From an optimization exercise on the open Yosys and OpenROAD flow, aimed at small area, a short achievable clock period and few clock cycles per item; shortcuts taken in it are not production practice.
Only simulation tests tie the RTL to the original design; equivalence was not proved.
Power figures rest on the tool's default switching activity, not on a simulated workload.

Design rosetta_core, start of the top module:
module rosetta_core #(
    parameter int num_pe = rosetta_pkg::num_pe,
    parameter int word_w = rosetta_pkg::word_w
) (
    input  logic                          clk,
    input  logic                          rst,
    output logic                          im_ren,
    output rosetta_pkg::pc_t              im_raddr,
    input  rosetta_pkg::inst_t            im_rdata,
    output logic                          pam_x_ren,
    output rosetta_pkg::row_addr_t        pam_x_raddr,
    input  logic [num_pe-1:0]             pam_x_rdata,
    output logic                          am_x_ren,
    output rosetta_pkg::row_addr_t        am_x_raddr,
    input  logic [num_pe*word_w-1:0]      am_x_rdata,
    output logic                          bm_ren,
    output rosetta_pkg::row_addr_t        bm_raddr,
    input  logic [num_pe*word_w-1:0]      bm_rdata,
    output logic                          wm_ren,
    output rosetta_pkg::waddr_t           wm_raddr,
    input  logic [num_pe*word_w-1:0]      wm_rdata,
    output logic                          am_r_wen,
    output rosetta_pkg::row_addr_t        am_r_waddr,
    output logic [num_pe*word_w-1:0]      am_r_wdata,
    output logic                          done
);
Settings: LEC_CHECK=0, CAP_MARGIN=20, CORE_MARGIN=2, CORE_UTILIZATION=55, SLEW_MARGIN=20, TNS_END_PERCENT=0; clock period 9.0 ns.
standard.sh (not shown) runs the stock make flow with config.mk's settings and CLKGATE_MAP_FILE= SYNTH_SCRIPT=/design/flow/synth_recipe.tcl, a recipe that flattens the netlist after the stock synthesis.
==> flow/flow/run.sh <==
#!/bin/bash
# The standard layout, with plain buf_1 cells as the port buffers instead of the
# delay buffers buffer_ports picks by itself. The whole make output goes to layout.log.
set -euo pipefail
bash standard.sh "BUFFER_PORTS_ARGS=-buffer_cell sky130_fd_sc_hd__buf_1" SETUP_SLACK_MARGIN=5.5 finish > layout.log 2>&1
Testbench counts at the start, summed over its fixed seeds: cycles 4,944, items 1,180.
Rerun with:
==> flow/flow/run.sh (replaced) <==
#!/bin/bash
# The standard layout, with plain buf_1 cells as the port buffers instead of the
# delay buffers buffer_ports picks by itself. The whole make output goes to layout.log.
set -euo pipefail
bash standard.sh "BUFFER_PORTS_ARGS=-buffer_cell sky130_fd_sc_hd__buf_1" finish > layout.log 2>&1
--- a/flow/config.mk
+++ b/flow/config.mk
@@ -10,3 +10,3 @@
 export CORE_UTILIZATION = 55
+export SETUP_SLACK_MARGIN = 5
 export SLEW_MARGIN = 20
-export TNS_END_PERCENT = 0
Result: Worst hold slack barely changes; wire length is higher by 4.6%; worst setup slack improves by 32 ps; count of clock-buffer cells in the layout came out higher by 10; die area is unchanged; cell area went up by 6.7%; clock skew fell by 15 ps.
Rerun with:
--- a/flow/config.mk
+++ b/flow/config.mk
@@ -12 +12,2 @@
 export SLEW_MARGIN = 20
+export TNS_END_PERCENT = 0
Outcome: Maximum frequency is about the same; sequential power shrinks slightly; global-route usage shrinks by 0.71 points; via count shrinks slightly; combinational power shrinks by a little under a tenth.
Rerun with:
--- a/flow/config.mk
+++ b/flow/config.mk
@@ -9,5 +9,5 @@
 export CORE_MARGIN = 2
-export CORE_UTILIZATION = 55
+export CORE_UTILIZATION = 65
 export SETUP_SLACK_MARGIN = 5
 export SLEW_MARGIN = 20
-export TNS_END_PERCENT = 0
+export TNS_END_PERCENT = 10
Wire length rose by 4.9%.
Final cell count decreases by 1.7%.
Die area is lower by 15%.
Power came out higher by 1.6%.
Via count is higher by 4.1%.
Clock power shrinks by about 5%.
Rerun with:
--- a/flow/config.mk
+++ b/flow/config.mk
@@ -9,5 +9,4 @@
 export CORE_MARGIN = 2
-export CORE_UTILIZATION = 65
-export SETUP_SLACK_MARGIN = 5
+export CORE_UTILIZATION = 55
+export SETUP_SLACK_MARGIN = 4.5
 export SLEW_MARGIN = 20
-export TNS_END_PERCENT = 10
Result:
- power came out lower by about 3.5%
- worst setup slack gets worse by 300 ps
- flip-flop and latch count stays the same
- critical path depth does not change
- sequential power is about the same

---

Setup of main:
Starting RTL as in the previous note.
==> flow/config.mk <==
export PLATFORM = sky130hd
export DESIGN_NAME = rosetta_core
export DESIGN_NICKNAME = rosetta_core
export VERILOG_FILES = /design/flow/design.v
export SDC_FILE = /design/flow/constraint.sdc
export NUM_CORES = 4
export LEC_CHECK = 0
export CAP_MARGIN = 20
export CORE_MARGIN = 2
export CORE_UTILIZATION = 55
export CTS_CLUSTER_DIAMETER = 60
export CTS_CLUSTER_SIZE = 20
export SETUP_SLACK_MARGIN = 5
export SLEW_MARGIN = 20
export TNS_END_PERCENT = 0
==> flow/constraint.sdc <==
create_clock -name core_clock -period 9.0 [get_ports {clk}]
set_input_delay 1.8000 -clock core_clock [delete_from_list [all_inputs] [get_ports {clk}]]
set_output_delay 1.8000 -clock core_clock [all_outputs]
set_load 0.01 [all_outputs]
==> flow/flow/run.sh <==
#!/bin/bash
# The standard layout, with plain buf_1 cells as the port buffers instead of the
# delay buffers buffer_ports picks by itself. The whole make output goes to layout.log.
set -euo pipefail
bash standard.sh "BUFFER_PORTS_ARGS=-buffer_cell sky130_fd_sc_hd__buf_1" finish > layout.log 2>&1
Testbench counts of main, summed over its fixed seeds: cycles 4,944, items 1,180.
For the feature branch, these inputs were changed with respect to main:
Settings: a deleted CTS_CLUSTER_SIZE that had been 20; a deleted CTS_CLUSTER_DIAMETER that had been 60; a change of CORE_UTILIZATION from 55 to 60.
--- outcome ---
Delta (the feature branch minus main): non-clock buffer count grew by 25, total power has increased, power density normalized to cell area up 0.88%, global-route track usage on met2 has increased, multi-input logic portion of the cell area dropped 0.74 points. Routed wire length in the feature branch is 3.9% above main.

re-timing with driven ports:
The flow's constraints put no driver on any port. The routed layouts listed below were extracted and timed again, unchanged, in two steps. Step 1 sets driving cells, clkbuf_16 on the clock port and buf_2 on the other inputs (assumed; they add their load-dependent delay and slew). Step 2, shift: input delay + t, output delay - t, t = (earliest + latest rising clock arrival at the registers) / 2. This alone moves slack from input paths to output paths. Three values: no drivers, after step 1, after step 2; two values: the first two.
| run | t, ns | setup slack, ns | worst setup path at the end | slew at the worst register clock pin (ns) |
|---|---|---|---|---|
| the first run of note 1 | 0.657 | 4.820 / 4.805 / 4.730 | input to register | 0.07 / 0.07 |
| the second run of note 1 | 0.667 | 4.852 / 4.792 / 4.729 | input to register | 0.06 / 0.06 |
| the third run of note 1 | 0.656 | 4.857 / 4.796 / 4.772 | input to register | 0.07 / 0.07 |
| the fourth run of note 1 | 0.659 | 4.874 / 4.844 / 4.703 | input to register | 0.07 / 0.07 |
| the fifth run of note 1 | 0.651 | 4.578 / 4.578 / 4.578 | register to register | 0.07 / 0.07 |
| main | 0.639 | 4.833 / 4.797 / 4.793 | input to register | 0.08 / 0.08 |
| the feature branch | 0.663 | 4.844 / 4.807 / 4.716 | input to register | 0.07 / 0.07 |
After both steps setup and hold are still met in every run listed. The setup slack of the fourth run of note 1, which loses most, moves by -0.030 ns with the drivers and by -0.171 ns with both steps.
